Optimization exercise on an open flow, not production practice. RTL: at most simulated, not proved equivalent. Function not checked: runs 1 and 2. Clock network not from TritonCTS: runs 3 to 6. The clock port is an ideal driver here. Power: default activity.

==> flow/run.sh <==
#!/bin/bash
# synth_recipe.tcl (not shown) runs the flow's synth.tcl, then flattens the netlist and writes it again
# the make line also repeats each setting of config.mk as NAME=value (left out here)
make -C /OpenROAD-flow-scripts/flow DESIGN_CONFIG=/design/flow/config.mk WORK_HOME=/design/flow/orfs CLKGATE_MAP_FILE= SYNTH_SCRIPT=/design/flow/synth_recipe.tcl finish
==> flow/config.mk <==
export PLATFORM = sky130hd
export DESIGN_NAME = sha256_msg_padder
export DESIGN_NICKNAME = sha256_msg_padder
export VERILOG_FILES = /design/flow/design.v
export SDC_FILE = /design/flow/constraint.sdc
export NUM_CORES = 4
export LEC_CHECK = 0
export CAP_MARGIN = 20
export CORE_AREA = 5 5 475 475
export DIE_AREA = 0 0 480 480
export SETUP_SLACK_MARGIN = 2.5
export SLEW_MARGIN = 20
==> flow/constraint.sdc <==
create_clock -name core_clock -period 4.0 [get_ports {clk}]
set_input_delay 0.8000 -clock core_clock [delete_from_list [all_inputs] [get_ports {clk}]]
set_output_delay 0.8000 -clock core_clock [all_outputs]
set_load 0.01 [all_outputs]
==> flow/design.v <==
package sha256_pkg;
   localparam logic [255:0] SHA256_IV = {
      32'h6a09e667, 32'hbb67ae85, 32'h3c6ef372, 32'ha54ff53a,
      32'h510e527f, 32'h9b05688c, 32'h1f83d9ab, 32'h5be0cd19
   };
   localparam logic [7:0] PAD_BYTE = 8'h80;
   localparam logic [1:0] FILL  = 2'd0;
   localparam logic [1:0] PAD   = 2'd1;
   localparam logic [1:0] ISSUE = 2'd2;
   localparam logic [1:0] WAIT  = 2'd3;
endpackage
import sha256_pkg::*;
module sha256_last_word
(
   input  logic [31:0] data,
   input  logic [2:0]  n,
   output logic [31:0] word,
   output logic        pad_pending
);
   logic [2:0] nb;
   always_comb begin
      nb   = (n > 3'd4) ? 3'd4 : n;   
      word = '0;
      for (int unsigned b = 0; b < 4; b++) begin
         if (b < 32'(nb)) begin
            word[31-8*b -: 8] = data[31-8*b -: 8];
         end else if (b == 32'(nb)) begin
            word[31-8*b -: 8] = PAD_BYTE;
         end
      end
      pad_pending = (nb == 3'd4);
   end
endmodule
import sha256_pkg::*;
module sha256_msg_padder
#(
   parameter int unsigned DATA_WIDTH = 32
)
(
   input  logic                  clk,
   input  logic                  rst_n,
   input  logic                  i_valid,
   input  logic [DATA_WIDTH-1:0] i_data,
   input  logic                  i_last,
   input  logic [2:0]            i_last_bytes,
   output logic                  o_ready,
   output logic [511:0]          o_block,
   output logic [255:0]          o_hash_in,
   output logic                  o_load,
   input  logic [255:0]          i_digest,
   input  logic                  i_digest_valid,
   output logic [255:0]          o_digest,
   output logic                  o_done
);
   logic [31:0]  bw [16];
   logic [15:0]  wsel;       
   logic [15:0]  above;      
   logic [15:0]  tmask;      
   logic [15:0]  ptail;      
   logic         init;       
   logic         b_fill;     
   logic         b_fin;      
   logic         b_ovf;      
   logic         b_full;     
   logic         b_first;    
   logic         b_final;    
   logic         mid_msg;    
   logic         f_fits;     
   logic         ovf_pend;   
   logic         ovf_pad;    
   logic [1:0]   lb;         
   logic [58:0]  wlen;
   logic         inc_q;      
   logic [7:1]   cy;         
   logic         settled;    
   logic         wlen_clr;
   logic [63:0]  len_bits;
   logic         fin_go, ovf_go, len_wr;
   logic         busy;       
   logic         a_final;
   logic         have_dig;   
   logic [31:0]  lw_word, in_word;
   logic         lw_pad, accept, nb4, copy, dv, w15;
   sha256_last_word u_last_word (
      .data        (i_data),
      .n           (i_last_bytes),
      .word        (lw_word),
      .pad_pending (lw_pad)
   );
   assign nb4       = lw_pad;
   assign in_word   = i_last ? lw_word : i_data;
   assign accept    = b_fill && i_valid;
   assign dv        = busy && i_digest_valid;
   assign copy      = b_full && (!busy || i_digest_valid);
   assign w15       = wsel[15];
   assign settled   = !inc_q && (cy == '0);
   assign fin_go    = b_fin && settled;
   assign ovf_go    = b_ovf && settled;
   assign len_wr    = (fin_go && f_fits) || ovf_go;
   assign wlen_clr  = len_wr;
   assign len_bits  = {wlen, lb, 3'b000};
   assign o_ready   = b_fill;
   always_ff @(posedge clk or negedge rst_n) begin
      if (!rst_n) begin
         wlen  <= '0;
         inc_q <= 1'b0;
         cy    <= '0;
      end else begin
         inc_q <= accept && (!i_last || nb4);
         if (wlen_clr) begin
            wlen <= '0;
            cy   <= '0;
         end else begin
            wlen[7:0] <= wlen[7:0] + {7'd0, inc_q};
            cy[1]     <= inc_q && (wlen[7:0] == 8'hff);
            for (int unsigned c = 1; c < 7; c++) begin
               wlen[8*c +: 8] <= wlen[8*c +: 8] + {7'd0, cy[c]};
               cy[c+1]        <= cy[c] && (wlen[8*c +: 8] == 8'hff);
            end
            wlen[58:56] <= wlen[58:56] + {2'd0, cy[7]};
         end
      end
   end
   always_ff @(posedge clk) begin
      for (int unsigned i = 0; i < 16; i++) begin
         if (wsel[i]) begin
            bw[i] <= in_word;
         end else if ((tmask[i] && fin_go) || ovf_go) begin
            if (ptail[i] || (i == 0 && ovf_pad)) bw[i] <= {PAD_BYTE, 24'h0};
            else if (i == 14 && len_wr)          bw[i] <= len_bits[63:32];
            else if (i == 15 && len_wr)          bw[i] <= len_bits[31:0];
            else                                 bw[i] <= '0;
         end
      end
   end
   always_ff @(posedge clk or negedge rst_n) begin
      if (!rst_n) begin
         init     <= 1'b1;
         wsel     <= '0;
         above    <= '0;
         tmask    <= '0;
         ptail    <= '0;
         b_fill   <= 1'b0;
         b_fin    <= 1'b0;
         b_ovf    <= 1'b0;
         b_full   <= 1'b0;
         b_first  <= 1'b0;
         b_final  <= 1'b0;
         mid_msg  <= 1'b0;
         f_fits   <= 1'b0;
         ovf_pend <= 1'b0;
         ovf_pad  <= 1'b0;
         lb       <= '0;
      end else begin
         init <= 1'b0;
         if (init) begin
            b_fill <= 1'b1;
            wsel   <= 16'd1;
            above  <= 16'hfffe;
         end
         if (accept) begin
            wsel  <= {wsel[14:0], 1'b0};
            above <= {above[14:0], 1'b0};
            if (!i_last) begin
               if (w15) begin
                  b_fill  <= 1'b0;
                  b_full  <= 1'b1;
                  b_first <= !mid_msg;
                  b_final <= 1'b0;
                  mid_msg <= 1'b1;
               end
            end else begin
               lb      <= nb4 ? 2'd0 : i_last_bytes[1:0];
               f_fits  <= nb4 ? above[13] : above[14];
               b_first <= !mid_msg;
               b_fill  <= 1'b0;
               wsel    <= '0;
               if (w15) begin
                  b_full   <= 1'b1;
                  b_final  <= 1'b0;
                  mid_msg  <= 1'b1;
                  ovf_pend <= 1'b1;
                  ovf_pad  <= nb4;
               end else begin
                  b_fin   <= 1'b1;
                  tmask   <= above;
                  ptail   <= nb4 ? {wsel[14:0], 1'b0} : 16'd0;
                  ovf_pad <= 1'b0;
               end
            end
         end
         if (fin_go) begin
            b_fin   <= 1'b0;
            tmask   <= '0;
            ptail   <= '0;
            b_full  <= 1'b1;
            b_final <= f_fits;
            if (f_fits) begin
               mid_msg <= 1'b0;
            end else begin
               mid_msg  <= 1'b1;
               ovf_pend <= 1'b1;
            end
         end
         if (ovf_go) begin
            b_ovf   <= 1'b0;
            b_full  <= 1'b1;
            b_first <= 1'b0;
            b_final <= 1'b1;
            mid_msg <= 1'b0;
         end
         if (copy) begin
            b_full <= 1'b0;
            if (ovf_pend) begin
               ovf_pend <= 1'b0;
               b_ovf    <= 1'b1;
            end else begin
               b_fill <= 1'b1;
               wsel   <= 16'd1;
               above  <= 16'hfffe;
            end
         end
      end
   end
   logic [511:0] blk_b;
   logic [255:0] hash_nxt;
   logic         hash_iv, hash_dg, dig_ld;
   always_comb begin
      for (int unsigned i = 0; i < 16; i++) blk_b[511-32*i -: 32] = bw[i];
   end
   assign hash_iv = copy && b_first;
   assign dig_ld  = dv && a_final;
   assign hash_dg  = dv && !hash_iv;
   assign hash_nxt = ({256{hash_iv}} & SHA256_IV) | ({256{hash_dg}} & i_digest) |
                     ({256{!hash_iv && !hash_dg}} & o_hash_in);
   always_ff @(posedge clk) begin
      o_block   <= copy ? blk_b : (o_block & {512{busy}});
      o_hash_in <= hash_nxt;
      o_digest  <= dig_ld ? i_digest : (o_digest & {256{have_dig}});
   end
   always_ff @(posedge clk or negedge rst_n) begin
      if (!rst_n) begin
         busy     <= 1'b0;
         a_final  <= 1'b0;
         have_dig <= 1'b0;
         o_load   <= 1'b0;
         o_done   <= 1'b0;
      end else begin
         o_load <= copy;
         o_done <= dig_ld;
         if (dig_ld) have_dig <= 1'b1;
         if (copy) begin
            busy    <= 1'b1;
            a_final <= b_final;
         end else if (dv) begin
            busy <= 1'b0;
         end
      end
   end
endmodule
==> results of run 1 <==
-- flip-flops by register name, summed over array words and instances, names as in the netlist, 2 cells and up --
name	flops
above	16
bw	512
cy	7
lb	2
o_block	512
o_digest	256
o_hash_in	256
ptail	15
tmask	16
wlen	59
wsel	16
-- area by class of cell --
| class | count | area [µm²] | share of cell area |
|---|---|---|---|
| clock inverter | 92 | 1170 | 0.01046 |
| inverter | 16 | 60.06 | 0.0005371 |
| timing repair buffer | 2458 | 34500 | 0.3085 |
| tap | 2958 | 3701 | 0.03310 |
| clock buffer | 269 | 5487 | 0.04906 |
| antenna | 50 | 125.1 | 0.001119 |
| sequential | 1684 | 41260 | 0.3689 |
| multi-input combinational | 3586 | 25530 | 0.2283 |
-- worst reg2reg max path, cell delays in order (launching register included) --
cell and delay [ps]:
dfrtp_1 480, nor4_4 70, buf_6 130, and3_4 190
buf_12 140, buf_16 140, buf_12 120, buf_6 100
a211o_4 360, buf_12 150, buf_12 130
-- Yosys cell counts (all sizes together) (2+ instances only) --
cell type,count
nor3b,3
nand4,13
a41oi,2
a21boi,7
and2,337
or4,2
nand4b,2
or3,21
nand3,557
edfxtp,512
buf,38
o32ai,2
nand2b,2
o22a,137
a211o,16
a21oi,73
o21ai,797
nor4,4
nor2b,31
clkbuf,480
dfrtp,147
inv,16
a32o,11
a21o,2
a22oi,16
ha,16
xor2,14
nand2,1104
a22o,171
or2,3
nor2,58
o22ai,15
dfxtp,1024
and3,106
o21a,2
xnor2,8
nor3,8
mux2i,2
-- where the power goes --
part           internal (µW)  switching [µW]  leakage, µW
registers              25600            5410       0.0156
clock network          10700            8040      0.00324
logic                  26800           26500       0.0271
total                  63100           40000       0.0459
-- repair_timing --
action / in CTS / in global routing
cloned: 305 / 41
setup endpoints to repair: 3212 / 2944
hold endpoints to repair: 7 / 0
gates resized for setup: 8495 / 963
pin swaps: 198 / 171
buffers inserted: 522 / 191
hold buffers: 2 / 0
-- worst paths after layout --
check,cells past startpoint,end
min,1,ptail[14]
max,10,bw[5][12]
min reg2reg,2,o_block[338]
max reg2reg,10,bw[5][12]
max in group asynchronous,2,tmask[2]
min in group core_clock,2,lb[1]
-- metrics by stage --
stage	utilization	cells	setup WS (ps)	total power, µW	area (µm²)
6_report	0.5089	11113	1746	103000	111800
3_5_place_dp	0.3515	9641	668.2	57820	77240
4_1_cts	0.4784	10831	1685	96710	105100
5_1_grt	0.5086	11082	1695	105600	111700
3_3_place_gp	0.3514	9640	695.1	57620	77220
2_1_floorplan	-	5770	2023	40170	62650
-- cell families (layout without fill, tap and decap cells) --
kind of cell | after synthesis | count (layout) | share of synthesized area
DFF | 1684 | 1684 | 0.6566
adders and majority gates | 16 | 16 | 0.003321
and+or+nand+nor | 2256 | 2262 | 0.1753
other | 1 | 51 | 0.00006221
buffers and inverters | 534 | 2835 | 0.03394
muxes | 3 | 3 | 0.0005189
xor gates and xnor gates | 22 | 22 | 0.003197
AOI/OAI and AO/OA | 1254 | 1282 | 0.1271
-- per-layer routing --
layer  share of wire  vias to the layer above  GRT usage
met3            0.13                      956     0.1343
met2            0.41                     4171     0.4748
met5         0.00057                        -          0
met1            0.39                    30538     0.4322
li1                -                    24816          -
met4           0.063                       38     0.1634
==> impl_metrics.py, run 1 <==
metrics = {
    "global_routing": {
        "grt_usage": 0.3317,
        "gr-total-overflow": 0,
        "grt_pass1_wl_mm": 521.7,
        "grt_antenna_before_repair": 99,
        "grt_max_degree": 136,
        "grt_pass1_vias": 56142,
    },
    "drt": {
        "drc": 0,
        "routed_wirelength_mm": 412.0,
        "firstDrtPassIters": 8,
        "avgViaCountPerCell": 5.446,
        "antenna_left": 0,
        "wire_per_inst_um": 37.07,
        "dr.first_iter.drc_count": 7018,
        "vias": 60519,
    },
    "layout": {
        "final_common_cell": "buf_6",
        "area_growth_pct": 85.51,
        "nets": 8248,
        "drive_above_1_share": 0.5900,
        "num-fill-cells": 18471,
        "mostFrequentLayoutCells": "buf_6 (1,069), dfxtp_2 (879), nand2_1 (870)",
    },
    "setup_path": {
        "path_delay_family": "buffers and inverters",
        "cp_max_fo": 5,
        "critPathLaunchType": "register",
        "crit_path_frequent_cell": "buf_12",
        "critPathArrivalTime_ps": 2840,
        "path_cells": "nor4_4 > buf_6 > and3_4 > buf_12 > buf_16 > buf_12 > buf_6 > a211o_4 > buf_12 > buf_12",
        "path_buf_inv": 7,
        "cp-startpoint": "cy[2]",
        "max_stage_delay_ps": 480,
        "required_ps": 4590,
        "worstReg2RegStart": "cy[2]",
        "end_kind": "register",
        "slowest_stage": "dfrtp_1",
        "path_class": "register to register",
        "r2r_setup_slack_ps": 1750,
    },
    "sta": {
        "tightestPinTransition_ps": 1088,
        "fin_crit_sh": 0.5636,
        "timing.hold.ws_ps": 18.87,
        "skew_ps": 86.13,
        "rsz0062_at_grt": "true",
        "final_hold_viol_count": 0,
        "period_needed_ps": 2255,
        "max-slew-margin-rel": 0.2748,
        "report.final.slew_viol_count": 0,
        "setup_viol": 0,
        "max_freq_ghz": 0.4436,
        "setup_tns_ps": 0,
    },
    "floorplanning": {
        "fp.coreArea_um2": 219700,
        "dieArea_um2": 230400,
        "die_x_um": 480,
        "rows": 172,
        "die_h_um": 480,
        "initial_core_util": 0.2743,
        "pin_count": 1323,
    },
    "power_and_ir_drop": {
        "p_leak_uw": 0.04589,
        "p_per_area_nw_per_um2": 921.4,
        "ir_worst_vdd_mv": 0.5032,
    },
    "clock_tree": {
        "cts_tree": "built",
        "clk_latency_ps": 870,
        "cts.sinks": 1684,
        "clk_pin_slew_ps": 70,
        "clock_path_buffers": 3,
        "ctsRootBufferMaster": "clkbuf_16",
        "cts_max_level": 4,
        "cts_buffers": 190,
    },
    "run": {
        "cap_violations": 0,
    },
    "synth": {
        "synthFlopType": "dfxtp_1",
        "synth_enable_flop_cells": 512,
        "netlist_top_cells_area": "dfxtp_1 (34%), edfxtp_1 (26%), nand2_1 (6.9%)",
        "ys_warn_count": 3,
        "synth.cell_area_um2": 60280,
        "postSynth.asyncResetShare": 0.08789,
        "yosys.area.top_type_share": 0.3401,
        "netlist_instances": 5770,
        "postSynthAreaPerCell_um2": 10.45,
        "synth_cell_types": 57,
        "yosys.area.top_type": "dfxtp_1",
        "ys_ff_latch": 1684,
        "synth_fp_nets": 6082,
        "synth-seq-area-share": 0.6566,
    },
    "placed_design": {
        "hpwl_mm": 235.4,
        "io_buffers": 1322,
        "gp_congestion": 1.017,
    },
    "worst_hold_path": {
        "min_path_type": "primary input to asynchronous set/reset pin",
    },
    "status": {
        "outcome": "finished clean",
    },
}
==> run 2: changes to the inputs <==
--- a/flow/config.mk
+++ b/flow/config.mk
@@ -6,4 +6,5 @@
 export NUM_CORES = 4
 export LEC_CHECK = 0
+export ABC_CLOCK_PERIOD_IN_PS = 1500
 export CAP_MARGIN = 20
 export CORE_AREA = 5 5 475 475
==> run 2 against run 1 <==
Sequential cell count is the same. Critical endpoint unchanged. Critical path depth unchanged. Clock power about the same. Total power is the same. Die area is the same. Highest routed layer unchanged. Routed wire length stayed put. Final area is the same. Still clean. Via count unchanged. Largest cell class unchanged.
==> impl_metrics.py, run 2 <==
metrics = {
    "status": {
        "outcome": "finished clean",
    },
    "drt": {
        "dr.first_iter.drc_count": 7018,
        "drc": 0,
        "routed_wirelength_mm": 412.0,
        "avgViaCountPerCell": 5.446,
        "firstDrtPassIters": 8,
        "wire_per_inst_um": 37.07,
        "antenna_left": 0,
        "vias": 60519,
    },
    "setup_path": {
        "path_cells": "nor4_4 > buf_6 > and3_4 > buf_12 > buf_16 > buf_12 > buf_6 > a211o_4 > buf_12 > buf_12",
        "cp_max_fo": 5,
        "crit_path_frequent_cell": "buf_12",
        "rr_endpoint": "bw[5][12]",
        "path_buf_inv": 7,
        "critPathLaunchType": "register",
        "slowest_stage": "dfrtp_1",
        "required_ps": 4590,
        "worstReg2RegStart": "cy[2]",
        "max_stage_delay_ps": 480,
        "path_class": "register to register",
        "ff2ff_path_depth": 10,
        "path_depth": 10,
        "end_kind": "register",
        "path_delay_family": "buffers and inverters",
        "r2r_setup_slack_ps": 1750,
        "critPathArrivalTime_ps": 2840,
    },
    "floorplanning": {
        "die_x_um": 480,
        "fp.coreArea_um2": 219700,
        "initial_core_util": 0.2743,
        "rows": 172,
        "dieArea_um2": 230400,
        "die_h_um": 480,
        "pin_count": 1323,
    },
    "clock_tree": {
        "cts.sinks": 1684,
        "cts_tree": "built",
        "clock_path_buffers": 3,
        "cts_max_level": 4,
        "clk_latency_ps": 870,
        "cts_buffers": 190,
        "ctsRootBufferMaster": "clkbuf_16",
        "clk_pin_slew_ps": 70,
    },
    "placed_design": {
        "hpwl_mm": 235.4,
        "place_area_um2": 77240,
        "gp_congestion": 1.017,
        "io_buffers": 1322,
    },
    "synth": {
        "synth_enable_flop_cells": 512,
        "synthFlopType": "dfxtp_1",
        "synth_top_cells_by_count": "nand2_1 (1,104), dfxtp_1 (1,024), o21ai_0 (796)",
        "ys_ff_latch": 1684,
        "postSynth.asyncResetShare": 0.08789,
        "synth.most_common_cell": "nand2_1",
        "netlist_top_cells_area": "dfxtp_1 (34%), edfxtp_1 (26%), nand2_1 (6.9%)",
        "synth.cell_area_um2": 60280,
        "ys_warn_count": 3,
        "yosys.area.top_type_share": 0.3401,
        "synth-seq-area-share": 0.6566,
        "netlist_instances": 5770,
        "yosys.area.top_type": "dfxtp_1",
        "synth_cell_types": 57,
        "synth_fp_nets": 6082,
        "postSynthAreaPerCell_um2": 10.45,
    },
    "global_routing": {
        "grt_max_degree": 136,
        "gr-total-overflow": 0,
        "grt_pass1_wl_mm": 521.7,
        "grt_antenna_before_repair": 99,
        "grt_usage": 0.3317,
        "grt_pass1_vias": 56142,
    },
    "sta": {
        "setup_tns_ps": 0,
        "max_freq_ghz": 0.4436,
        "setup_viol": 0,
        "final_hold_viol_count": 0,
        "period_needed_ps": 2255,
        "tightestPinTransition_ps": 1088,
        "report.final.slew_viol_count": 0,
        "rsz0062_at_grt": "true",
        "skew_ps": 86.13,
        "fin_crit_sh": 0.5636,
        "max-slew-margin-rel": 0.2748,
    },
    "layout": {
        "num-fill-cells": 18471,
        "top_regs": "bw (512), o_block (512)",
        "nets": 8248,
        "area_growth_pct": 85.51,
        "fin_area_um2": 111800,
        "mostFrequentLayoutCells": "buf_6 (1,069), dfxtp_2 (879), nand2_1 (870)",
        "drive_above_1_share": 0.5900,
        "final_util": 0.5089,
        "final_common_cell": "buf_6",
    },
    "power_and_ir_drop": {
        "net-switching-power_uw": 39970,
        "p_per_area_nw_per_um2": 921.4,
        "ir_worst_vdd_mv": 0.5032,
        "p_clk_frac": 0.181,
        "power.share.switching": 0.3879,
        "p_comb_frac": 0.517,
        "p_int_uw": 63060,
        "seq_power_share": 0.301,
        "p_leak_uw": 0.04589,
    },
    "run": {
        "cap_violations": 0,
    },
    "worst_hold_path": {
        "min_path_type": "primary input to asynchronous set/reset pin",
    },
}
[run 2: cell counts after synthesis]
Identical to the previous run, type by type.
[run 2: per-layer routing]
metal | vias to the layer above | wire length [µm] | GRT usage
met4 | 38 | 26110 | 0.1634
met2 | 4171 | 170300 | 0.4748
li1 | 24816 | - | -
met3 | 956 | 54260 | 0.1343
met1 | 30538 | 161000 | 0.4322
met5 | - | 235 | 0
[run 2: logic make-up after synthesis]
kind of cell	Yosys count	share of synthesized area
AOI/OAI and AO/OA	1254	0.1271
xor gates and xnor gates	22	0.003197
adders and majority gates	16	0.003321
buffers and inverters	534	0.03394
DFF	1684	0.6566
muxes	3	0.0005189
other	1	0.00006221
and+or+nand+nor	2256	0.1753
[run 2: worst reg2reg max path: stages (launching register included)]
cell     delay (ps)
dfrtp_1         480
nor4_4           70
buf_6           130
and3_4          190
buf_12          140
buf_16          140
buf_12          120
buf_6           100
a211o_4         360
buf_12          150
buf_12          130
[run 2: how the worst max path moves through the flow]
stage | startpoint | to | slack (ps)
3_5_place_dp | i_last_bytes[0] | bw[3][11] | 670
3_3_place_gp | i_last_bytes[0] | bw[15][11] | 700
5_1_grt | cy[4] | bw[5][12] | 1690
6_report | cy[2] | bw[5][12] | 1750
2_1_floorplan | i_last | bw[0][7] | 2020
4_1_cts | o_hash_in[96] | o_hash_in[96] | 1690
[run 2: per-stage QoR]
| stage | total power (µW) | hold WS (ps) | setup slack (ps) | instances |
|---|---|---|---|---|
| after global placement | 57620 | 445.6 | 695.1 | 9640 |
| final | 103000 | 18.87 | 1746 | 11113 |
| after global routing | 105600 | 8.067 | 1695 | 11082 |
| after CTS | 96710 | -34.15 | 1685 | 10831 |
| after detailed placement | 57820 | 447.9 | 668.2 | 9641 |
| after floorplan | 40170 | 443.9 | 2023 | 5770 |
[run 2: layout make-up]
cell class                      count  area, µm²  share of cell area
Clock buffer                      269       5487             0.04906
Timing Repair Buffer             2458      34500              0.3085
Sequential cell                  1684      41260              0.3689
Antenna cell                       50      125.1            0.001119
Tap cell                         2958       3701             0.03310
Inverter                           16      60.06           0.0005371
Clock inverter                     92       1170             0.01046
Multi-Input combinational cell   3586      25530              0.2283
[run 2: what timing repair did]
| item | CTS | global route |
|---|---|---|
| hold buffers | 2 | 0 |
| hold endpoints to repair | 7 | 0 |
| setup endpoints to repair | 3212 | 2944 |
| buffers inserted | 522 | 191 |
| pin swaps | 198 | 171 |
| resized for setup | 8495 | 963 |
| cloned | 305 | 41 |
[run 2: power by group through the flow]
stage / registers, µW / clock network (µW) / logic (µW)
finish: 31000 / 18700 / 53300
global route: 31400 / 19500 / 54600
CTS: 30600 / 18800 / 47300
detailed placement: 28600 / 0 / 29200
global placement: 28600 / 0 / 29100
floorplan: 29300 / 0 / 10900
==> run 3: changes to the inputs <==
--- a/flow/design.v
+++ b/flow/design.v
@@ -62,4 +62,5 @@
    logic         b_fin;      
    logic         b_ovf;      
+   logic         b_lw;       
    logic         b_full;     
    logic         b_first;    
@@ -76,5 +77,5 @@
    logic         wlen_clr;
    logic [63:0]  len_bits;
-   logic         fin_go, ovf_go, len_wr;
+   logic         len_go;
    logic         busy;       
    logic         a_final;
@@ -95,8 +96,6 @@
    assign w15       = wsel[15];
    assign settled   = !inc_q && (cy == '0);
-   assign fin_go    = b_fin && settled;
-   assign ovf_go    = b_ovf && settled;
-   assign len_wr    = (fin_go && f_fits) || ovf_go;
-   assign wlen_clr  = len_wr;
+   assign len_go    = settled && (b_lw || (b_fin && f_fits) || b_ovf);
+   assign wlen_clr  = len_go;
    assign len_bits  = {wlen, lb, 3'b000};
    assign o_ready   = b_fill;
@@ -126,8 +125,8 @@
          if (wsel[i]) begin
             bw[i] <= in_word;
-         end else if ((tmask[i] && fin_go) || ovf_go) begin
+         end else if (i >= 14 && len_go) begin
+            bw[i] <= (i == 14) ? len_bits[63:32] : len_bits[31:0];
+         end else if (tmask[i] || b_ovf) begin
             if (ptail[i] || (i == 0 && ovf_pad)) bw[i] <= {PAD_BYTE, 24'h0};
-            else if (i == 14 && len_wr)          bw[i] <= len_bits[63:32];
-            else if (i == 15 && len_wr)          bw[i] <= len_bits[31:0];
             else                                 bw[i] <= '0;
          end
@@ -144,4 +143,5 @@
          b_fin    <= 1'b0;
          b_ovf    <= 1'b0;
+         b_lw     <= 1'b0;
          b_full   <= 1'b0;
          b_first  <= 1'b0;
@@ -153,5 +153,9 @@
          lb       <= '0;
       end else begin
-         init <= 1'b0;
+         init  <= 1'b0;
+         b_fin <= 1'b0;
+         b_ovf <= 1'b0;
+         tmask <= '0;
+         ptail <= '0;
          if (init) begin
             b_fill <= 1'b1;
@@ -190,21 +194,19 @@
             end
          end
-         if (fin_go) begin
-            b_fin   <= 1'b0;
-            tmask   <= '0;
-            ptail   <= '0;
+         if (b_fin && !f_fits) begin
+            b_full   <= 1'b1;
+            b_final  <= 1'b0;
+            mid_msg  <= 1'b1;
+            ovf_pend <= 1'b1;
+         end
+         if (b_ovf) begin
+            b_first <= 1'b0;
+         end
+         if ((b_fin && f_fits) || b_ovf) begin
+            b_lw <= 1'b1;
+         end
+         if (len_go) begin
+            b_lw    <= 1'b0;
             b_full  <= 1'b1;
-            b_final <= f_fits;
-            if (f_fits) begin
-               mid_msg <= 1'b0;
-            end else begin
-               mid_msg  <= 1'b1;
-               ovf_pend <= 1'b1;
-            end
-         end
-         if (ovf_go) begin
-            b_ovf   <= 1'b0;
-            b_full  <= 1'b1;
-            b_first <= 1'b0;
             b_final <= 1'b1;
             mid_msg <= 1'b0;
@@ -224,17 +226,16 @@
    end
    logic [511:0] blk_b;
-   logic [255:0] hash_nxt;
-   logic         hash_iv, hash_dg, dig_ld;
+   logic         blk_hold, nxt_first, iv_now, dig_ld, have_h;
    always_comb begin
       for (int unsigned i = 0; i < 16; i++) blk_b[511-32*i -: 32] = bw[i];
    end
-   assign hash_iv = copy && b_first;
-   assign dig_ld  = dv && a_final;
-   assign hash_dg  = dv && !hash_iv;
-   assign hash_nxt = ({256{hash_iv}} & SHA256_IV) | ({256{hash_dg}} & i_digest) |
-                     ({256{!hash_iv && !hash_dg}} & o_hash_in);
+   assign blk_hold  = busy && !i_digest_valid;
+   assign nxt_first = b_full && b_first;
+   assign iv_now    = nxt_first && !busy;
+   assign dig_ld    = dv && a_final;
    always_ff @(posedge clk) begin
-      o_block   <= copy ? blk_b : (o_block & {512{busy}});
-      o_hash_in <= hash_nxt;
+      o_block   <= blk_hold ? (o_block & {512{busy}}) : blk_b;
+      o_hash_in <= dv ? (nxt_first ? SHA256_IV : i_digest)
+                      : (iv_now ? SHA256_IV : (o_hash_in & {256{have_h}}));
       o_digest  <= dig_ld ? i_digest : (o_digest & {256{have_dig}});
    end
@@ -244,4 +245,5 @@
          a_final  <= 1'b0;
          have_dig <= 1'b0;
+         have_h   <= 1'b0;
          o_load   <= 1'b0;
          o_done   <= 1'b0;
@@ -250,4 +252,5 @@
          o_done <= dig_ld;
          if (dig_ld) have_dig <= 1'b1;
+         if (dv || iv_now) have_h <= 1'b1;
          if (copy) begin
             busy    <= 1'b1;
==> flow/flow/run.sh (new file) <==
#!/bin/bash
# The standard layout with a hand-built clock tree in place of TritonCTS
# (pre_cts.tcl, manual_cts.tcl): the clock port drives four buffers, each
# drives 16 leaf buffers, each leaf about 28 flip-flops. Make's output goes
# to run_make.log; each ORFS step also writes its own log under orfs/logs.
set -euo pipefail
export PRE_CTS_TCL="$(pwd)/flow/pre_cts.tcl"
bash standard.sh finish > run_make.log 2>&1
==> flow/flow/manual_cts.tcl (new file) <==

proc mcts_split {items axis depth} {
  # splits items ({x y payload} lists) into 2^depth groups
  if {$depth == 0} { return [list $items] }
  set sorted [lsort -real -index $axis $items]
  set h [expr {[llength $sorted] / 2}]
  set a [lrange $sorted 0 [expr {$h - 1}]]
  set b [lrange $sorted $h end]
  set nax [expr {1 - $axis}]
  return [concat [mcts_split $a $nax [expr {$depth - 1}]] [mcts_split $b $nax [expr {$depth - 1}]]]
}

proc mcts_centroid {items} {
  set sx 0.0; set sy 0.0
  foreach it $items { set sx [expr {$sx + [lindex $it 0]}]; set sy [expr {$sy + [lindex $it 1]}] }
  set n [llength $items]
  return [list [expr {$sx / $n}] [expr {$sy / $n}]]
}

proc mcts_place {inst x y} {
  set m [$inst getMaster]
  set w [$m getWidth]; set h [$m getHeight]
  $inst setLocation [expr {int($x - $w / 2)}] [expr {int($y - $h / 2)}]
  $inst setPlacementStatus PLACED
}

# depths: increasing bisection depths of the buffer levels, e.g. {2 6} for
# four first-level buffers driving 64 last-level buffers.
proc build_manual_clock_tree {clk_name depths buf_cell} {
  set block [ord::get_db_block]
  set db [ord::get_db]
  set master [$db findMaster $buf_cell]
  set clknet [$block findNet $clk_name]
  set items {}
  foreach it [$clknet getITerms] {
    set bb [[$it getInst] getBBox]
    lappend items [list [expr {([$bb xMin] + [$bb xMax]) / 2.0}] [expr {([$bb yMin] + [$bb yMax]) / 2.0}] $it]
  }
  set dmax [lindex $depths end]
  puts "manual cts: [llength $items] sinks, buffer levels at depths $depths"
  set groups [mcts_split $items 0 $dmax]
  # sinks of each group: the flip-flop pins, as {x y iterm}
  set level [expr {[llength $depths] - 1}]
  set prevd $dmax
  while {$level >= 0} {
    set d [lindex $depths $level]
    # merge groups of the finer split into groups at depth d
    set per [expr {1 << ($prevd - $d)}]
    if {$level == [llength $depths] - 1} { set per 1 }
    set merged {}
    for {set g 0} {$g < [llength $groups]} {incr g $per} {
      set m {}
      foreach gg [lrange $groups $g [expr {$g + $per - 1}]] { set m [concat $m $gg] }
      lappend merged $m
    }
    set next {}
    set bi 0
    foreach grp $merged {
      set c [mcts_centroid $grp]
      set inst [odb::dbInst_create $block $master "mcts_l${level}_$bi"]
      set net [odb::dbNet_create $block "mcts_net_l${level}_$bi"]
      $net setSigType CLOCK
      foreach it $grp {
        set iterm [lindex $it 2]
        $iterm disconnect
        $iterm connect $net
      }
      [$inst findITerm X] connect $net
      mcts_place $inst [lindex $c 0] [lindex $c 1]
      lappend next [list [list [lindex $c 0] [lindex $c 1] [$inst findITerm A]]]
      incr bi
    }
    set groups $next
    set prevd $d
    incr level -1
  }
  foreach grp $groups { foreach it $grp { [lindex $it 2] connect $clknet } }
  $clknet setSigType CLOCK
}
==> flow/flow/pre_cts.tcl (new file) <==
# Sourced by ORFS's cts.tcl before clock tree synthesis: builds the clock
# tree by hand (manual_cts.tcl) and turns clock_tree_synthesis into a no-op,
# so the rest of the CTS step (legalization, timing repair) runs on it.
source [file join [file dirname [info script]] manual_cts.tcl]
build_manual_clock_tree clk {2 4 7} sky130_fd_sc_hd__clkbuf_16
rename clock_tree_synthesis mcts_tritoncts
proc clock_tree_synthesis {args} {
  puts "manual cts: clock_tree_synthesis $args skipped, the tree is built"
  set_propagated_clock [all_clocks]
}
==> flow/standard.sh (new file) <==
#!/bin/bash
# synth_recipe.tcl (not shown) runs the flow's synth.tcl, then flattens the netlist and writes it again
# the make line also repeats each setting of config.mk as NAME=value (left out here)
make -C /OpenROAD-flow-scripts/flow DESIGN_CONFIG=/design/flow/config.mk WORK_HOME=/design/flow/orfs CLKGATE_MAP_FILE= SYNTH_SCRIPT=/design/flow/synth_recipe.tcl "${@:-finish}"
--- a/flow/config.mk
+++ b/flow/config.mk
@@ -6,8 +6,8 @@
 export NUM_CORES = 4
 export LEC_CHECK = 0
-export ABC_CLOCK_PERIOD_IN_PS = 1500
 export CAP_MARGIN = 20
 export CORE_AREA = 5 5 475 475
 export DIE_AREA = 0 0 480 480
+export HOLD_SLACK_MARGIN = 0.05
 export SETUP_SLACK_MARGIN = 2.5
 export SLEW_MARGIN = 20
removed: flow/run.sh
==> run 3 against run 2 <==
Die area did not move. Utilization fell by 1.6 points. Clock skew fell by 19 ps. Cell count fell by 0.51%. Sequential power rose by 4%. Area after synthesis fell by 1.3%. Highest routed layer unchanged.
==> impl_metrics.py, run 3 <==
metrics = {
    "status": {
        "outcome": "finished clean",
    },
    "sta": {
        "setup_viol": 0,
        "rsz0062_at_grt": "true",
        "period_needed_ps": 2154,
        "skew_ps": 67.06,
        "max_freq_ghz": 0.4643,
        "setup_tns_ps": 0,
        "tightestPinTransition_ps": 1149,
        "report.final.slew_viol_count": 0,
        "max-slew-margin-rel": 0.2342,
        "final_hold_viol_count": 0,
        "fin_crit_sh": 0.5384,
    },
    "global_routing": {
        "grt_pass1_vias": 54848,
        "grt_antenna_before_repair": 93,
        "grt_max_degree": 147,
        "grt_pass1_wl_mm": 482.3,
        "gr-total-overflow": 0,
        "grt_usage": 0.3032,
    },
    "power_and_ir_drop": {
        "net-switching-power_uw": 35110,
        "p_int_uw": 56310,
        "p_per_area_nw_per_um2": 844.1,
        "seq_power_share": 0.352,
        "ir_worst_vdd_mv": 0.5661,
        "p_leak_uw": 0.04794,
        "p_clk_frac": 0.141,
        "power.share.switching": 0.3840,
        "p_comb_frac": 0.507,
    },
    "layout": {
        "nets": 8347,
        "final_util": 0.4930,
        "mostFrequentLayoutCells": "nand2_1 (1,156), buf_6 (1,083), dfxtp_2 (867)",
        "top_regs": "bw (512), o_block (512)",
        "area_growth_pct": 82.13,
        "drive_above_1_share": 0.6375,
        "final_common_cell": "nand2_1",
    },
    "synth": {
        "synthSimpleGateAreaFrac": 0.2178,
        "synth-seq-area-share": 0.6664,
        "synthFlopType": "dfxtp_1",
        "synth_cell_types": 57,
        "synth_top_cells_by_count": "nand2_1 (2,212), dfxtp_1 (1,024), edfxtp_1 (512)",
        "synth.cell_area_um2": 59470,
        "synth_fp_nets": 6159,
        "postSynthAreaPerCell_um2": 10.17,
        "synthAdderAreaFrac": 0.003366,
        "synth_compound_area_frac": 0.07761,
        "yosys.area.top_type_share": 0.3447,
        "muxShareOfSynthArea": 0.0005891,
        "synth_xor_area_frac": 0.003240,
        "yosys.area.top_type": "dfxtp_1",
        "synth_enable_flop_cells": 512,
        "synth.most_common_cell": "nand2_1",
        "netlist_instances": 5847,
        "postSynth.asyncResetShare": 0.08897,
        "ys_warn_count": 3,
        "ys_ff_latch": 1686,
        "netlist_top_cells_area": "dfxtp_1 (34%), edfxtp_1 (26%), nand2_1 (14%)",
        "synth_top_family_by_area": "simple AND/OR/NAND/NOR gates",
    },
    "setup_path": {
        "r2r_setup_slack_ps": 1850,
        "slowest_stage": "or4_4",
        "end_kind": "register",
        "cp-startpoint": "b_ovf",
        "path_cells": "buf_12 > a211o_4 > and3_4 > or4_4 > buf_12",
        "worstReg2RegStart": "b_ovf",
        "required_ps": 4320,
        "path_class": "register to register",
        "critPathLaunchType": "register",
        "critPathArrivalTime_ps": 2480,
        "max_stage_delay_ps": 600,
        "crit_path_frequent_cell": "buf_12",
        "cp_max_fo": 8,
    },
    "clock_tree": {
        "clk_latency_ps": 600,
        "cts.hold.buffers_added": 0,
        "clk_pin_slew_ps": 70,
    },
    "placed_design": {
        "gp_congestion": 0.9727,
        "io_buffers": 1322,
        "hpwl_mm": 220.7,
    },
    "drt": {
        "antenna_left": 0,
        "avgViaCountPerCell": 5.239,
        "drc": 0,
        "dr.first_iter.drc_count": 6303,
        "vias": 57925,
        "firstDrtPassIters": 6,
        "routed_wirelength_mm": 386.9,
        "wire_per_inst_um": 34.99,
    },
    "floorplanning": {
        "initial_core_util": 0.2707,
        "rows": 172,
        "pin_count": 1323,
        "dieArea_um2": 230400,
        "die_x_um": 480,
        "die_h_um": 480,
        "fp.coreArea_um2": 219700,
    },
    "worst_hold_path": {
        "min_path_type": "primary input to asynchronous set/reset pin",
    },
    "run": {
        "cap_violations": 0,
    },
}
==> run 3: changes by cell type after synthesis, moves of 102 or more <==
cell,previous run,this run
a2bb2oi_1,0,102
buf_2,15,135
clkbuf_1,480,242
nand2_1,1104,2212
nand3_1,557,30
o21ai_0,796,335
o22a_1,137,1
==> run 3: final timing paths <==
path / endpoint / cells past startpoint
worst min-delay path: o_done / 1
worst max-delay path: bw[15][14] / 5
worst min register to register: o_block[183] / 2
max in group asynchronous: wsel[11] / 2
min in group core_clock: o_block[183] / 2
worst max register to register: bw[15][14] / 5
==> run 3: power by group through the flow <==
stage | clock network [µW] | registers (µW) | logic (µW)
final | 12900 | 32200 | 46400
after CTS | 12900 | 31400 | 40900
after global routing | 13600 | 32600 | 47300
after detailed placement | 0 | 29100 | 26700
after floorplan | 0 | 29800 | 8330
after global placement | 0 | 29000 | 26500
==> run 3: stage by stage <==
| stage | area (µm²) | worst slack, ps | hold slack, ps | total power [µW] | cells |
|---|---|---|---|---|---|
| 6_report | 108300 | 1846 | 223.6 | 91420 | 11056 |
| 5_1_grt | 108200 | 1858 | 321.7 | 93450 | 11010 |
| 4_1_cts | 100300 | 1885 | 349.2 | 85150 | 10757 |
| 3_5_place_dp | 76490 | 596.3 | 418.2 | 55810 | 9798 |
| 3_3_place_gp | 76480 | 637.0 | 415.3 | 55570 | 9798 |
| 2_1_floorplan | 61420 | 1997 | 411.9 | 38180 | 5847 |
==> run 3: cell type report <==
class,instances,area [µm²]
Fill cell,18619,111400
Sequential cell,1686,41330
Timing Repair Buffer,2388,32490
Multi-Input combinational cell,3795,26860
Buffer,148,3704
Tap cell,2958,3701
Antenna cell,65,162.7
Inverter,16,63.81
==> run 3: what timing repair did <==
| item | CTS | global route |
|---|---|---|
| gates cloned | 295 | 45 |
| endpoints found under the setup margin | 3215 | 3156 |
| pin swaps | 461 | 477 |
| resized for setup | 8571 | 1432 |
| setup buffers | 516 | 189 |
==> run 3: metal layers <==
| metal | vias up | global-route usage | wire length, µm |
|---|---|---|---|
| met5 | - | 0 | 428 |
| met4 | 66 | 0.2891 | 48850 |
| met3 | 1410 | 0.08008 | 38440 |
| met2 | 3852 | 0.5144 | 182200 |
| met1 | 28724 | 0.2996 | 116900 |
| li1 | 23873 | - | - |
==> run 3: worst max-delay path: cells and delay by family (launching register included) <==
family                 cells  cell delay, ps
flip-flops                 1             420
AO/OA/AOI/OAI              1             310
buffers and inverters      2             350
AND/OR/NAND/NOR            2             780
==> run 3: kinds of logic (layout without fill, tap and decap cells) <==
kind of cell | count (synthesis) | after routing
muxes | 3 | 4
AOI/OAI and AO/OA | 688 | 696
buffers and inverters | 431 | 2552
adders and majority gates | 16 | 16
and+or+nand+nor | 3000 | 3056
other | 1 | 66
DFF | 1686 | 1686
xor gates and xnor gates | 22 | 22
Testbench counts of run 3, summed over its fixed seeds: cycles 5,957.
==> run 4: changes to the inputs <==
--- a/flow/design.v
+++ b/flow/design.v
@@ -58,4 +58,7 @@
    logic [15:0]  tmask;      
    logic [15:0]  ptail;      
+   logic [15:0]  jsel;       
+   logic [31:0]  keepm;      
+   logic [31:0]  padm;       
    logic         init;       
    logic         b_fill;     
@@ -81,5 +84,6 @@
    logic         a_final;
    logic         have_dig;   
-   logic [31:0]  lw_word, in_word;
+   logic [31:0]  lw_word, in_word, lw_keep, lw_padb;
+   logic [2:0]   nbc;
    logic         lw_pad, accept, nb4, copy, dv, w15;
    sha256_last_word u_last_word (
@@ -90,5 +94,12 @@
    );
    assign nb4       = lw_pad;
-   assign in_word   = i_last ? lw_word : i_data;
+   assign in_word   = i_data;
+   assign nbc       = (i_last_bytes > 3'd4) ? 3'd4 : i_last_bytes;
+   always_comb begin
+      for (int unsigned b = 0; b < 4; b++) begin
+         lw_keep[31-8*b -: 8] = (32'(nbc) > b)  ? 8'hff : 8'h00;
+         lw_padb[31-8*b -: 8] = (32'(nbc) == b) ? PAD_BYTE : 8'h00;
+      end
+   end
    assign accept    = b_fill && i_valid;
    assign dv        = busy && i_digest_valid;
@@ -96,5 +107,5 @@
    assign w15       = wsel[15];
    assign settled   = !inc_q && (cy == '0);
-   assign len_go    = settled && (b_lw || (b_fin && f_fits) || b_ovf);
+   assign len_go    = settled && b_lw;
    assign wlen_clr  = len_go;
    assign len_bits  = {wlen, lb, 3'b000};
@@ -125,4 +136,6 @@
          if (wsel[i]) begin
             bw[i] <= in_word;
+         end else if (jsel[i]) begin
+            bw[i] <= (bw[i] & keepm) | padm;
          end else if (i >= 14 && len_go) begin
             bw[i] <= (i == 14) ? len_bits[63:32] : len_bits[31:0];
@@ -140,4 +153,7 @@
          tmask    <= '0;
          ptail    <= '0;
+         jsel     <= '0;
+         keepm    <= '0;
+         padm     <= '0;
          b_fill   <= 1'b0;
          b_fin    <= 1'b0;
@@ -158,4 +174,5 @@
          tmask <= '0;
          ptail <= '0;
+         jsel  <= '0;
          if (init) begin
             b_fill <= 1'b1;
@@ -180,16 +197,11 @@
                b_fill  <= 1'b0;
                wsel    <= '0;
-               if (w15) begin
-                  b_full   <= 1'b1;
-                  b_final  <= 1'b0;
-                  mid_msg  <= 1'b1;
-                  ovf_pend <= 1'b1;
-                  ovf_pad  <= nb4;
-               end else begin
-                  b_fin   <= 1'b1;
-                  tmask   <= above;
-                  ptail   <= nb4 ? {wsel[14:0], 1'b0} : 16'd0;
-                  ovf_pad <= 1'b0;
-               end
+               b_fin   <= 1'b1;
+               jsel    <= wsel;
+               keepm   <= lw_keep;
+               padm    <= lw_padb;
+               tmask   <= above;
+               ptail   <= nb4 ? {wsel[14:0], 1'b0} : 16'd0;
+               ovf_pad <= nb4 && w15;
             end
          end
==> flow/flow/run.sh (replaced) <==
#!/bin/bash
# The standard layout with a hand-built clock tree in place of TritonCTS
# (pre_cts.tcl, manual_cts.tcl). Make's output goes to run_make.log; each
# ORFS step also writes its own log under orfs/logs.
set -euo pipefail
export PRE_CTS_TCL="$(pwd)/flow/pre_cts.tcl"
bash standard.sh finish > run_make.log 2>&1
--- a/flow/flow/manual_cts.tcl
+++ b/flow/flow/manual_cts.tcl
@@ -26,9 +26,9 @@
 
 # depths: increasing bisection depths of the buffer levels, e.g. {2 6} for
-# four first-level buffers driving 64 last-level buffers.
-proc build_manual_clock_tree {clk_name depths buf_cell} {
+# four first-level buffers driving 64 last-level buffers; cells: the cell of
+# each level (an even number of inverting levels keeps the clock's sense).
+proc build_manual_clock_tree {clk_name depths cells} {
   set block [ord::get_db_block]
   set db [ord::get_db]
-  set master [$db findMaster $buf_cell]
   set clknet [$block findNet $clk_name]
   set items {}
@@ -56,4 +56,10 @@
     set next {}
     set bi 0
+    set master [$db findMaster [lindex $cells $level]]
+    set mterms [$master getMTerms]
+    foreach mt $mterms {
+      if {[$mt getSigType] ne "SIGNAL"} { continue }
+      if {[$mt getIoType] eq "INPUT"} { set in_pin [$mt getName] } else { set out_pin [$mt getName] }
+    }
     foreach grp $merged {
       set c [mcts_centroid $grp]
@@ -66,7 +72,7 @@
         $iterm connect $net
       }
-      [$inst findITerm X] connect $net
+      [$inst findITerm $out_pin] connect $net
       mcts_place $inst [lindex $c 0] [lindex $c 1]
-      lappend next [list [list [lindex $c 0] [lindex $c 1] [$inst findITerm A]]]
+      lappend next [list [list [lindex $c 0] [lindex $c 1] [$inst findITerm $in_pin]]]
       incr bi
     }
==> flow/flow/pre_cts.tcl (replaced) <==
# Sourced by ORFS's cts.tcl before clock tree synthesis. It replaces
# clock_tree_synthesis with a hand-built tree (manual_cts.tcl), built when
# cts.tcl calls clock_tree_synthesis, that is after repair_clock_inverters,
# so the rest of the CTS step (legalization, timing repair) runs on it.
# Four levels of inverters (an even number, so the clock keeps its sense):
# 4 driven by the clock port, then 32, 64 and 256, each driving the next
# level's inverters in its region; the last level drives the flip-flops.
source [file join [file dirname [info script]] manual_cts.tcl]
rename clock_tree_synthesis mcts_tritoncts
proc clock_tree_synthesis {args} {
  puts "manual cts: clock_tree_synthesis $args replaced by the manual tree"
  set inv sky130_fd_sc_hd__inv_16
  build_manual_clock_tree clk {2 5 6 8} [list $inv $inv $inv $inv]
  set_propagated_clock [all_clocks]
}
--- a/flow/config.mk
+++ b/flow/config.mk
@@ -10,4 +10,4 @@
 export DIE_AREA = 0 0 480 480
 export HOLD_SLACK_MARGIN = 0.05
-export SETUP_SLACK_MARGIN = 2.5
+export SETUP_SLACK_MARGIN = 2.2
 export SLEW_MARGIN = 20
==> run 4 against run 3 <==
Final area is 20% lower. Sequential cell count is 24 higher. Utilization is 9.6 points lower. Register-to-register slack worse by 80 ps. Critical path depth is 2 lower. Critical endpoint is now bw[15][5]. Largest cell class unchanged.
==> impl_metrics.py, run 4 <==
metrics = {
    "placed_design": {
        "hpwl_mm": 255.2,
        "io_buffers": 1322,
        "gp_congestion": 0.9984,
    },
    "sta": {
        "fin_crit_sh": 0.5589,
        "report.final.slew_viol_count": 0,
        "final_hold_viol_count": 0,
        "setup_viol": 0,
        "timing.hold.ws_ps": 396.3,
        "max_freq_ghz": 0.4473,
        "period_needed_ps": 2236,
        "rsz0062_at_grt": "true",
        "skew_ps": 26.95,
        "tightestPinTransition_ps": 1184,
        "max-slew-margin-rel": 0.2105,
        "setup_tns_ps": 0,
    },
    "synth": {
        "synth_enable_flop_cells": 512,
        "netlist_top_cells_area": "dfxtp_1 (32%), edfxtp_1 (24%), nand2_1 (18%)",
        "ys_ff_latch": 1710,
        "synth_compound_area_frac": 0.1041,
        "yosys.area.top_type": "dfxtp_1",
        "synth_cell_types": 45,
        "synth_top_family_by_area": "simple AND/OR/NAND/NOR gates",
        "postSynthAreaPerCell_um2": 8.991,
        "synthAdderAreaFrac": 0.003130,
        "synth_top_cells_by_count": "nand2_1 (3,085), dfxtp_1 (1,024), o21ai_0 (785)",
        "netlist_instances": 7114,
        "synth.cell_area_um2": 63960,
        "synth.most_common_cell": "nand2_1",
        "synth_xor_area_frac": 0.005477,
        "muxShareOfSynthArea": 0.0004695,
        "synth-seq-area-share": 0.6290,
        "synthFlopType": "dfxtp_1",
        "postSynth.asyncResetShare": 0.1018,
        "yosys.area.top_type_share": 0.3205,
        "synthSimpleGateAreaFrac": 0.2235,
        "synth_fp_nets": 7426,
        "ys_warn_count": 3,
    },
    "setup_path": {
        "cp_max_fo": 14,
        "required_ps": 4150,
        "path_class": "register to register",
        "critPathLaunchType": "register",
        "path_cells": "clkinvlp_2 > and3_1 > a221o_1",
        "critPathArrivalTime_ps": 2380,
        "max_stage_delay_ps": 740,
        "end_kind": "register",
        "slowest_stage": "clkinvlp_2",
        "ff2ff_path_depth": 3,
    },
    "drt": {
        "avgViaCountPerCell": 5.113,
        "antenna_left": 0,
        "wire_per_inst_um": 31.39,
        "drc": 0,
        "vias": 58688,
        "dr.first_iter.drc_count": 5932,
        "routed_wirelength_mm": 360.3,
        "firstDrtPassIters": 6,
    },
    "global_routing": {
        "grt_antenna_before_repair": 87,
        "grt_pass1_wl_mm": 475.0,
        "grt_pass1_vias": 56138,
        "gr-total-overflow": 0,
        "grt_max_degree": 105,
        "grt_usage": 0.2953,
    },
    "clock_tree": {
        "clk_latency_ps": 410,
        "cts.hold.buffers_added": 0,
        "clk_pin_slew_ps": 40,
    },
    "layout": {
        "drive_above_1_share": 0.2289,
        "nets": 8791,
        "final_common_cell": "nand2_1",
        "area_growth_pct": 36.25,
        "mostFrequentLayoutCells": "nand2_1 (3,075), o21ai_0 (783), dfxtp_1 (780)",
        "top_regs": "bw (512), o_block (512)",
    },
    "floorplanning": {
        "die_h_um": 480,
        "fp.coreArea_um2": 219700,
        "pin_count": 1323,
        "die_x_um": 480,
        "dieArea_um2": 230400,
        "rows": 172,
        "initial_core_util": 0.2911,
    },
    "status": {
        "outcome": "finished clean",
    },
    "power_and_ir_drop": {
        "ir_worst_vdd_mv": 0.5637,
        "p_per_area_nw_per_um2": 834.2,
        "p_leak_uw": 0.03758,
    },
    "run": {
        "cap_violations": 0,
    },
    "worst_hold_path": {
        "min_path_type": "primary input to asynchronous set/reset pin",
    },
}
run 4: changes by cell type after synthesis, moves of 24 or more:
cell	change
a21oi_1	+130
a221o_1	+53
a22o_1	-44
a2bb2oi_1	-102
and2_1	-237
and3_1	-54
buf_2	-113
clkbuf_1	+248
dfrtp_1	+24
nand2_1	+873
nor2_1	+120
nor2b_1	-62
o21ai_0	+450
or3_1	-33
run 4: area by class of cell:
type	count	area [µm²]
timing repair buffer	1550	13250
multi-input combinational	4847	22080
inverter	369	7196
sequential	1710	40810
tap	2958	3701
timing repair inverter	1	5.005
fill	22131	132600
antenna	44	110.1
run 4: final timing paths:
path | start | endpoint | slack (ps)
max in group asynchronous | rst_n | wlen[51] | 2600
min in group core_clock | o_block[307] | o_block[307] | 430
min reg2reg | o_block[307] | o_block[307] | 430
min | rst_n | ptail[1] | 400
max | wsel[15] | bw[15][5] | 1760
max reg2reg | wsel[15] | bw[15][5] | 1760
run 4: critical path: cells and delay by family, from the launching register on:
kind                   cells  cell delay [ps]
AOI/OAI and AO/OA          1              260
DFF                        1              560
buffers and inverters      1              740
and+or+nand+nor            1              410
run 4: layer usage:
metal,part of all wire,vias to the layer above,track usage
met2,0.47,3227,0.4931
met5,0.0010,-,0
met3,0.094,926,0.08451
li1,-,26175,-
met4,0.10,58,0.2331
met1,0.34,28302,0.3135
run 4: per-stage QoR:
stage	util	total power [µW]	setup slack (ps)	instance area, µm²	instances
3_5_place_dp	0.3631	51580	769.0	79770	10935
5_1_grt	0.3963	75740	1781	87080	11452
4_1_cts	0.4019	73690	1816	88310	11414
2_1_floorplan	-	34930	2069	64480	7114
3_3_place_gp	0.3631	51360	756.8	79770	10935
6_report	0.3966	72700	1764	87150	11479
run 4: cells by family (layout without fill, tap and decap cells):
kind of cell | count (synthesis) | count (layout)
AND/OR/NAND/NOR | 3611 | 3623
flip-flops | 1710 | 1710
AO/OA/AOI/OAI | 1164 | 1164
buffers and inverters | 569 | 1920
XOR/XNOR | 40 | 40
adder cells (fa/ha/maj) | 16 | 16
multiplexers | 3 | 3
other | 1 | 45
run 4: timing repair:
item                                     CTS  global route
resized for setup                       4164           498
endpoints found under the setup margin  2986           771
pin swaps                                 49            14
setup buffers                             84            14
gates cloned                              39             7
run 4: power breakdown:
part / internal, µW / leakage [µW] / switching [µW]
logic: 8470 / 0.0182 / 15100
clock network: 5530 / 0.00348 / 15800
registers: 23800 / 0.0159 / 3910
total: 37900 / 0.0376 / 34900
Testbench counts of run 4, summed over its fixed seeds: cycles 5,962.
==> run 5: changes to the inputs <==
--- a/flow/config.mk
+++ b/flow/config.mk
@@ -10,4 +10,4 @@
 export DIE_AREA = 0 0 480 480
 export HOLD_SLACK_MARGIN = 0.05
-export SETUP_SLACK_MARGIN = 2.2
+export SETUP_SLACK_MARGIN = 2.35
 export SLEW_MARGIN = 20
==> run 5 against run 4 <==
Still clean on timing, DRC and antenna. Clock skew is 19 ps higher. Final area is 20% higher. Clock power hardly changed. Die area stayed put. Hold slack better by 28 ps. Maximum frequency is 7.8% higher. Synthesized cell count stayed put. Sequential cell count stayed put. Via count is 10% higher. Cell count is 4.8% higher. Routed wire length is 13% higher. Utilization is 8.1 points higher.
==> impl_metrics.py, run 5 <==
metrics = {
    "sta": {
        "worst_slack_ps": 1925,
        "final_hold_viol_count": 0,
        "tightestPinTransition_ps": 1117,
        "report.final.slew_viol_count": 0,
        "fin_crit_sh": 0.5187,
        "period_needed_ps": 2075,
        "rsz0062_at_grt": "true",
        "skew_ps": 45.91,
        "setup_viol": 0,
        "setup_tns_ps": 0,
        "max_freq_ghz": 0.4820,
        "max-slew-margin-rel": 0.2551,
    },
    "power_and_ir_drop": {
        "p_per_area_nw_per_um2": 844.0,
        "ir_worst_vdd_mv": 0.5626,
        "p_leak_uw": 0.04558,
    },
    "placed_design": {
        "gp_congestion": 0.9965,
        "io_buffers": 1322,
        "hpwl_mm": 252.8,
        "pre_cts_ws_ps": 993.9,
    },
    "floorplanning": {
        "pin_count": 1323,
        "rows": 172,
        "fp.coreArea_um2": 219700,
        "die_x_um": 480,
        "initial_core_util": 0.2911,
        "dieArea_um2": 230400,
        "die_h_um": 480,
    },
    "setup_path": {
        "required_ps": 4260,
        "end_kind": "register",
        "critPathLaunchType": "register",
        "cp_max_fo": 7,
        "path_class": "register to register",
        "critPathArrivalTime_ps": 2340,
        "max_stage_delay_ps": 450,
        "slowest_stage": "dfrtp_2",
        "path_depth": 6,
        "path_delay_family": "simple AND/OR/NAND/NOR gates",
        "path_cells": "or3b_4 > nor4_4 > buf_12 > and2_4 > clkbuf_16 > a221o_1",
        "path_buf_inv": 2,
        "ff2ff_path_depth": 6,
    },
    "synth": {
        "synth_xor_area_frac": 0.005477,
        "netlist_instances": 7114,
        "yosys.area.top_type": "dfxtp_1",
        "synth_compound_area_frac": 0.1041,
        "netlist_top_cells_area": "dfxtp_1 (32%), edfxtp_1 (24%), nand2_1 (18%)",
        "ys_warn_count": 3,
        "postSynth.asyncResetShare": 0.1018,
        "yosys.area.top_type_share": 0.3205,
        "synth.cell_area_um2": 63960,
        "synthAdderAreaFrac": 0.003130,
        "postSynthAreaPerCell_um2": 8.991,
        "synth-seq-area-share": 0.6290,
        "synth_enable_flop_cells": 512,
        "synth_top_cells_by_count": "nand2_1 (3,085), dfxtp_1 (1,024), o21ai_0 (785)",
        "synth_fp_nets": 7426,
        "muxShareOfSynthArea": 0.0004695,
        "synthSimpleGateAreaFrac": 0.2235,
        "synthFlopType": "dfxtp_1",
        "synth.most_common_cell": "nand2_1",
        "synth_cell_types": 45,
        "synth_top_family_by_area": "simple AND/OR/NAND/NOR gates",
        "ys_ff_latch": 1710,
    },
    "global_routing": {
        "grt_pass1_wl_mm": 487.4,
        "grt_antenna_before_repair": 103,
        "gr-total-overflow": 0,
        "grt_usage": 0.3032,
        "grt_max_degree": 101,
        "grt_pass1_vias": 58028,
    },
    "drt": {
        "avgViaCountPerCell": 5.372,
        "vias": 64609,
        "routed_wirelength_mm": 406.4,
        "drc": 0,
        "antenna_left": 0,
        "wire_per_inst_um": 33.79,
        "firstDrtPassIters": 6,
        "dr.first_iter.drc_count": 7425,
    },
    "layout": {
        "area_growth_pct": 63.96,
        "multiInputGateArea_um2": 25000,
        "nets": 9340,
        "drive_above_1_share": 0.4441,
        "top_regs": "bw (512), o_block (512)",
        "ff_latch_area_um2": 42080,
        "final_common_cell": "nand2_1",
        "mostFrequentLayoutCells": "nand2_1 (2,659), buf_6 (964), dfxtp_2 (820)",
        "num-fill-cells": 19922,
    },
    "status": {
        "outcome": "finished clean",
    },
    "worst_hold_path": {
        "min_path_type": "primary input to asynchronous set/reset pin",
    },
    "clock_tree": {
        "cts.hold.buffers_added": 0,
        "clk_latency_ps": 420,
        "clk_pin_slew_ps": 40,
    },
    "run": {
        "cap_violations": 0,
    },
}
[run 5: cell types whose count changed in the layout (fill, tap and decap cells not counted), sizes merged, moves of 3 or more]
| cell | previous run | this run |
|---|---|---|
| buf | 896 | 1705 |
| bufbuf | 4 | 1 |
| clkbuf | 177 | 118 |
| clkdlybuf4s15 | 211 | 1 |
| or4 | 20 | 29 |
[run 5: worst paths after layout]
kind,slack (ps),to,startpoint
hold / removal,420,jsel[0],rst_n
setup reg to reg,1930,bw[14][29],cy[6]
min in group core_clock,420,o_block[482],o_block[482]
hold reg to reg,420,o_block[482],o_block[482]
setup / recovery,1930,bw[14][29],cy[6]
max in group asynchronous,2600,jsel[5],rst_n
[run 5: stage by stage]
step / instances / cell area [µm²] / utilization / hold slack [ps] / power, µW
finish: 12026 / 104900 / 0.4773 / 423.9 / 88510
global route: 12000 / 104800 / 0.4770 / 434.7 / 91090
CTS: 11608 / 94830 / 0.4316 / 428.2 / 80670
detailed placement: 10937 / 79800 / 0.3632 / 428.5 / 51640
global placement: 10936 / 79770 / 0.3631 / 424.8 / 51380
floorplan: 7114 / 64890 / - / 425.1 / 35430
[run 5: layout make-up]
cell class | instances | share of cell area
flip-flops and latches | 1710 | 0.4012
repair inverters | 1 | 0.00007158
inverters | 369 | 0.06858
diodes | 42 | 0.001002
multi-input cells | 4860 | 0.2384
well taps | 2958 | 0.03529
repair buffers | 2086 | 0.2554
[run 5: worst reg2reg max path, cell delays in order (launching register included)]
cell and delay, ps:
dfrtp_2 450, or3b_4 420, nor4_4 300, buf_12 180, and2_4 250, clkbuf_16 190
a221o_1 150
[run 5: what timing repair did]
| item | CTS | global route |
|---|---|---|
| pin swaps | 40 | 174 |
| setup buffers | 220 | 196 |
| setup endpoints to repair | 3147 | 2534 |
| resized for setup | 7337 | 1296 |
| cloned | 95 | 180 |
[run 5: where the power goes]
group          internal [µW]  switching (µW)
clock                   5540           16000
combinational          18200           19300
sequential             24700            4820
total                  48400           40100
[run 5: kinds of logic after synthesis]
logic type,count (synthesis)
compound gates,1164
xor+xnor,40
fa+ha+maj,16
buf+inv,569
flops,1710
mux,3
other cells,1
simple gates,3611
[run 5: layer usage]
| metal | wire length, µm | global-route usage | part of all wire |
|---|---|---|---|
| met3 | 42620 | 0.08936 | 0.10 |
| met5 | 508 | 0 | 0.0013 |
| met2 | 187300 | 0.4974 | 0.46 |
| met1 | 128900 | 0.3176 | 0.32 |
| met4 | 47010 | 0.2648 | 0.12 |
==> run 6: changes to the inputs <==
--- a/flow/config.mk
+++ b/flow/config.mk
@@ -10,4 +10,4 @@
 export DIE_AREA = 0 0 480 480
 export HOLD_SLACK_MARGIN = 0.05
-export SETUP_SLACK_MARGIN = 2.35
+export SETUP_SLACK_MARGIN = 2.5
 export SLEW_MARGIN = 20
==> run 6 against run 5 <==
Via count rose by 5.2%. Sequential share of layout area fell by 3.6 points. Final area rose by 9.9%. First-iteration DRC count rose by 7.2%. Hold slack got worse by 60 ps. Global-route usage rose by 4.8 points. Routed wire length rose by 7.8%. Clock power barely moved. Combinational power rose by 19%. Area after synthesis did not move. Critical path type unchanged. Critical endpoint is now bw[14][17].
==> impl_metrics.py, run 6 <==
metrics = {
    "status": {
        "outcome": "finished clean",
    },
    "floorplanning": {
        "die_h_um": 480,
        "rows": 172,
        "fp.coreArea_um2": 219700,
        "initial_core_util": 0.2911,
        "dieArea_um2": 230400,
        "pin_count": 1323,
        "die_x_um": 480,
    },
    "synth": {
        "synthFlopType": "dfxtp_1",
        "synth_enable_flop_cells": 512,
        "synthAdderAreaFrac": 0.003130,
        "yosys.area.top_type_share": 0.3205,
        "synth.most_common_cell": "nand2_1",
        "postSynthAreaPerCell_um2": 8.991,
        "muxShareOfSynthArea": 0.0004695,
        "synthSimpleGateAreaFrac": 0.2235,
        "netlist_instances": 7114,
        "synth_top_cells_by_count": "nand2_1 (3,085), dfxtp_1 (1,024), o21ai_0 (785)",
        "netlist_top_cells_area": "dfxtp_1 (32%), edfxtp_1 (24%), nand2_1 (18%)",
        "synth_fp_nets": 7426,
        "ys_warn_count": 3,
        "postSynth.asyncResetShare": 0.1018,
        "yosys.area.top_type": "dfxtp_1",
        "synth-seq-area-share": 0.6290,
        "synth_compound_area_frac": 0.1041,
        "synth_cell_types": 45,
        "ys_ff_latch": 1710,
        "synth_xor_area_frac": 0.005477,
        "synth_top_family_by_area": "simple AND/OR/NAND/NOR gates",
        "synth.cell_area_um2": 63960,
    },
    "power_and_ir_drop": {
        "power.share.switching": 0.4520,
        "p_int_uw": 52820,
        "p_comb_frac": 0.464,
        "p_per_area_nw_per_um2": 836.5,
        "ir_worst_vdd_mv": 0.5678,
        "seq_power_share": 0.312,
        "p_total_uw": 96380,
        "p_clk_frac": 0.224,
        "net-switching-power_uw": 43560,
        "p_leak_uw": 0.04967,
    },
    "setup_path": {
        "critPathLaunchType": "register",
        "path_class": "register to register",
        "end_kind": "register",
        "path_buf_inv": 3,
        "cp_max_fo": 9,
        "path_cells": "or4_4 > nor4_4 > buf_6 > buf_12 > or4b_4 > clkbuf_16",
        "path_delay_family": "simple AND/OR/NAND/NOR gates",
        "ff2ff_path_depth": 6,
        "critPathArrivalTime_ps": 2370,
        "required_ps": 4110,
        "max_stage_delay_ps": 540,
        "slowest_stage": "or4_4",
        "path_depth": 6,
    },
    "clock_tree": {
        "cts.hold.buffers_added": 0,
        "clk_latency_ps": 420,
        "clk_pin_slew_ps": 40,
    },
    "drt": {
        "drc": 0,
        "routed_wirelength_mm": 437.9,
        "firstDrtPassIters": 8,
        "wire_per_inst_um": 35.42,
        "dr.first_iter.drc_count": 7961,
        "vias": 67939,
        "antenna_left": 0,
        "avgViaCountPerCell": 5.495,
    },
    "worst_hold_path": {
        "min_path_type": "primary input to asynchronous set/reset pin",
    },
    "placed_design": {
        "gp_congestion": 1.026,
        "hpwl_mm": 257.4,
        "io_buffers": 1322,
        "pre_cts_ws_ps": 696.4,
    },
    "sta": {
        "period_needed_ps": 2265,
        "max-slew-margin-rel": 0.4108,
        "max_freq_ghz": 0.4415,
        "rsz0062_at_grt": "true",
        "fin_crit_sh": 0.5662,
        "setup_tns_ps": 0,
        "worst_slack_ps": 1735,
        "setup_viol": 0,
        "final_hold_viol_count": 0,
        "skew_ps": 36.89,
        "tightestPinTransition_ps": 883.8,
        "report.final.slew_viol_count": 0,
    },
    "global_routing": {
        "grt_max_degree": 105,
        "gr-total-overflow": 0,
        "grt_pass1_vias": 64020,
        "grt_usage": 0.3515,
        "grt_pass1_wl_mm": 560.3,
        "grt_antenna_before_repair": 68,
    },
    "layout": {
        "top_regs": "bw (512), o_block (512)",
        "nets": 9670,
        "num-fill-cells": 18508,
        "mostFrequentLayoutCells": "nand2_1 (1,983), buf_6 (1,049), dfxtp_2 (847)",
        "drive_above_1_share": 0.5581,
        "area_growth_pct": 80.15,
        "final_common_cell": "nand2_1",
    },
    "run": {
        "cap_violations": 0,
    },
}
[run 6: cell count changes in the layout (fill, tap and decap cells not counted), sizes merged, moves of 3 or more]
cell,change
buf,+389
or4b,-3
clkbuf,-84
or4,+28
clkdlybuf4s50,-3
diode,+7
clkinvlp,+3
[run 6: metal layers]
metal | GRT usage | vias up | wire length [µm]
met2 | 0.5417 | 4934 | 191300
li1 | - | 28256 | -
met3 | 0.1081 | 1550 | 50590
met4 | 0.3075 | 36 | 50180
met1 | 0.3944 | 33163 | 145600
met5 | 0 | - | 262
[run 6: cells by family after synthesis]
group	after synthesis
AOI/OAI and AO/OA	1164
DFF	1710
muxes	3
xor gates and xnor gates	40
buffers and inverters	569
and+or+nand+nor	3611
adders and majority gates	16
other	1
[run 6: power groups by stage]
stage / clock network, µW / logic, µW / registers (µW)
finish: 21600 / 44700 / 30100
CTS: 21800 / 39900 / 29400
global placement: 0 / 24500 / 27400
global route: 22800 / 45800 / 30400
detailed placement: 0 / 24600 / 27500
floorplan: 0 / 8060 / 28000
[run 6: final timing paths]
check                              endpoint  slack [ps]         from
worst min-delay path               jsel[11]         360        rst_n
max in group asynchronous          wsel[15]        2770        rst_n
worst max-delay path             bw[14][17]        1740        cy[1]
worst max register to register   bw[14][17]        1740        cy[1]
min in group core_clock         o_block[40]         440  o_block[40]
worst min register to register  o_block[40]         440  o_block[40]
[run 6: timing repair]
action / in CTS / in global routing
hold endpoints to repair: 0 / 0
resized for setup: 8731 / 1533
pin swaps: 399 / 368
endpoints found under the setup margin: 3216 / 2926
gates cloned: 312 / 34
setup buffers: 511 / 175
[run 6: cell type report]
type | instances | area, µm² | share of cell area
inverter | 369 | 7203 | 0.06251
multi-input combinational | 4887 | 29600 | 0.2569
timing repair inverter | 3 | 26.28 | 0.0002280
sequential | 1710 | 42040 | 0.3648
timing repair buffer | 2387 | 32540 | 0.2824
antenna | 49 | 122.6 | 0.001064
tap | 2958 | 3701 | 0.03212
[run 6: worst reg2reg max path, delay by kind of cell, from the launching register on]
kind,cells,cell delay [ps]
AND/OR/NAND/NOR,3,1020
flip-flops,1,430
buffers and inverters,3,520
[run 6: metrics by stage]
step | util | area [µm²] | std cells | hold WS, ps
2_1_floorplan | - | 66020 | 7114 | 425.1
3_3_place_gp | 0.3636 | 79900 | 10926 | 426.8
3_5_place_dp | 0.3637 | 79910 | 10926 | 429.0
4_1_cts | 0.4890 | 107500 | 12105 | 440.1
5_1_grt | 0.5242 | 115200 | 12345 | 402.6
6_report | 0.5244 | 115200 | 12363 | 364.4

Setup slack of run 6, layout unchanged: 1.735 ns with ideal ports, 1.735 ns with driving cells assumed (clock clkbuf_16, inputs buf_2), 1.477 ns with port delays also shifted by the 0.742 ns mid clock arrival.
